From an optimization exercise on the open Yosys and OpenROAD flow, aimed at small area, a short achievable clock period and few clock cycles per item; shortcuts taken in it are not production practice. In this exercise RTL edits were held to simulation tests only and were not proved equivalent to the original. Power is estimated from default activity; no workload was simulated.

## seq_alu
module seq_alu #(
    parameter int WIDTH   = 32,
    parameter int SHAMT_W = $clog2(WIDTH)
) (
    input  logic               clock_i,
    input  logic               reset_n_i,
    input  logic               start_i,
    input  logic [4:0]         opcode_i,
    input  logic [WIDTH-1:0]   a_i,
    input  logic [WIDTH-1:0]   b_i,
    output logic               ready_o,
    output logic               valid_o,
    output logic [2*WIDTH-1:0] result_o,
    output logic               zero_o,
    output logic               negative_o,
    output logic               div_by_zero_o,
    output logic               illegal_op_o
);
Size in the first run: roughly 3300 cells after synthesis, ~140 I/O pins, about 21000 sq um of cells after synthesis.
clock: 8.0 ns
lec_check: 0
abc_area: 1
cap_margin: 20
core_margin: 2
core_utilization: 40
place_density: 0.8
setup_slack_margin: 4.2
slew_margin: 20
standard.sh (not shown) runs the stock make flow with config.mk's settings and CLKGATE_MAP_FILE= SYNTH_SCRIPT=/design/flow/synth_recipe.tcl, a recipe that flattens the netlist after the stock synthesis.
==> flow/flow/run.sh <==
#!/bin/bash
# Standard ORFS layout (the standard.sh), with the port buffers made from the
# smallest buffer cell. The whole make output goes to standard.log.
set -o pipefail
export BUFFER_PORTS_ARGS="-buffer_cell sky130_fd_sc_hd__buf_1"
bash standard.sh > standard.log 2>&1
Testbench counts at the start, summed over its fixed seeds: cycles 21,831, ops 4,800.
Next try:
Settings changed: PLACE_DENSITY 0.8 to 0.7, SETUP_SLACK_MARGIN 4.2 to 4.
=>
- clock skew stays flat
- sequential cell count stays the same
- non-clock buffer count went down by 34
- first-iteration DRC count hardly moves
- via count is lower by 1.6%


== quartz ==
Starting RTL as in the previous note.
Design seq_alu, start of the top module:
module seq_alu #(
    parameter int WIDTH   = 32,
    parameter int SHAMT_W = $clog2(WIDTH)
) (
    input  logic               clock_i,
    input  logic               reset_n_i,
    input  logic               start_i,
    input  logic [4:0]         opcode_i,
    input  logic [WIDTH-1:0]   a_i,
    input  logic [WIDTH-1:0]   b_i,
    output logic               ready_o,
    output logic               valid_o,
    output logic [2*WIDTH-1:0] result_o,
    output logic               zero_o,
    output logic               negative_o,
    output logic               div_by_zero_o,
    output logic               illegal_op_o
);
    localparam logic [4:0] OP_ADD  = 5'b00011, OP_SUB  = 5'b00100, OP_SHR  = 5'b00101,
                           OP_SHRA = 5'b00110, OP_SHL  = 5'b00111, OP_ROR  = 5'b01000,
                           OP_ROL  = 5'b01001, OP_AND  = 5'b01010, OP_OR   = 5'b01011,
                           OP_ADDI = 5'b01100, OP_ANDI = 5'b01101, OP_ORI  = 5'b01110,
                           OP_MUL  = 5'b01111, OP_DIV  = 5'b10000, OP_NEG  = 5'b10001,
                           OP_NOT  = 5'b10010;
    function automatic logic [4:0] lzc32(input logic [31:0] v);
        logic [15:0] v1; logic [15:0] c1;
        logic [7:0]  v2; logic [15:0] c2;
        logic [3:0]  v3; logic [11:0] c3;
        logic [1:0]  v4; logic [7:0]  c4;
        for (int i = 0; i < 16; i++) begin
            v1[i] = v[2*i+1] | v[2*i];
            c1[i] = ~v[2*i+1];
        end
        for (int i = 0; i < 8; i++) begin
            v2[i] = v1[2*i+1] | v1[2*i];
            c2[2*i+:2] = v1[2*i+1] ? {1'b0, c1[2*i+1]} : {1'b1, c1[2*i]};
        end
        for (int i = 0; i < 4; i++) begin
            v3[i] = v2[2*i+1] | v2[2*i];
            c3[3*i+:3] = v2[2*i+1] ? {1'b0, c2[2*(2*i+1)+:2]} : {1'b1, c2[2*(2*i)+:2]};
        end
        for (int i = 0; i < 2; i++) begin
            v4[i] = v3[2*i+1] | v3[2*i];
  ...
clock: 8.0 ns
lec_check: 0
abc_area: 1
cap_margin: 20
core_margin: 2
core_utilization: 40
place_density: 0.8
setup_slack_margin: 4
slew_margin: 20
Scripts as last shown in full above: flow/flow/run.sh
quartz finished every step from synthesis to the final layout, and the layout passed the timing, DRC and antenna checks.
Testbench counts of quartz, summed over its fixed seeds: cycles 21,831, ops 4,800.
The following lists how maple was set up differently from quartz:
- PLACE_DENSITY now 0.85, was 0.8
Results
Taking quartz as the reference, in maple routed wire length stayed essentially flat, share of total power consumed by net switching fell by 1.6 points. Taking maple as 1.0, quartz lands at 0.77 on number of instances resized during post-cts repair. For the count of plain and timing-repair buffers, maple came in about 7% higher than quartz did. maple closes out successfully: all stages finished, all timing, DRC and antenna checks passed. The worst setup path endpoint comes out zero_o in one run and h_q[18]$_DFFE_PP_ in the other, namely in quartz and maple respectively. Highest routed metal layer = met4: quartz; highest routed metal layer = met5: maple. Relative to quartz, maple degrades worst setup slack for register-to-register paths.

## re-timing with driven ports
The flow's constraints put no driver on any port. The routed layouts listed below were extracted and timed again, unchanged, in two steps. Step 1 (the two cells are an assumption about what drives the block):
set clk [get_ports {clock_i}]
set_driving_cell -lib_cell sky130_fd_sc_hd__clkbuf_16 $clk
set_driving_cell -lib_cell sky130_fd_sc_hd__buf_2 [delete_from_list [all_inputs] $clk]
Step 2 moves the port delays by t, midway between the first and last clock arrival at a register: inputs arrive t later, outputs are due t later. That takes back most of the time a late clock gives input paths. Slacks: no drivers / after step 1 / after step 2; pairs: no drivers / after step 1.
run	shift t [ns]	slack for setup (ns)	latest minus earliest clock arrival (ns)	worst register clock-pin slew, ns	cell pins on the clock port's net
the first run of note 1	0.524	3.948 / 3.948 / 3.834	0.023 / 0.023	0.10 / 0.10	1
the second run of note 1	0.523	3.939 / 3.882 / 3.714	0.025 / 0.024	0.09 / 0.09	1
quartz	0.526	3.985 / 3.935 / 3.655	0.027 / 0.027	0.09 / 0.09	1
maple	0.522	3.963 / 3.963 / 3.622	0.021 / 0.020	0.09 / 0.09	1
After both steps setup and hold are still met in every run listed. For maple, which loses most, drivers alone change the setup slack by 0.000 ns; drivers and shift together by -0.341 ns.
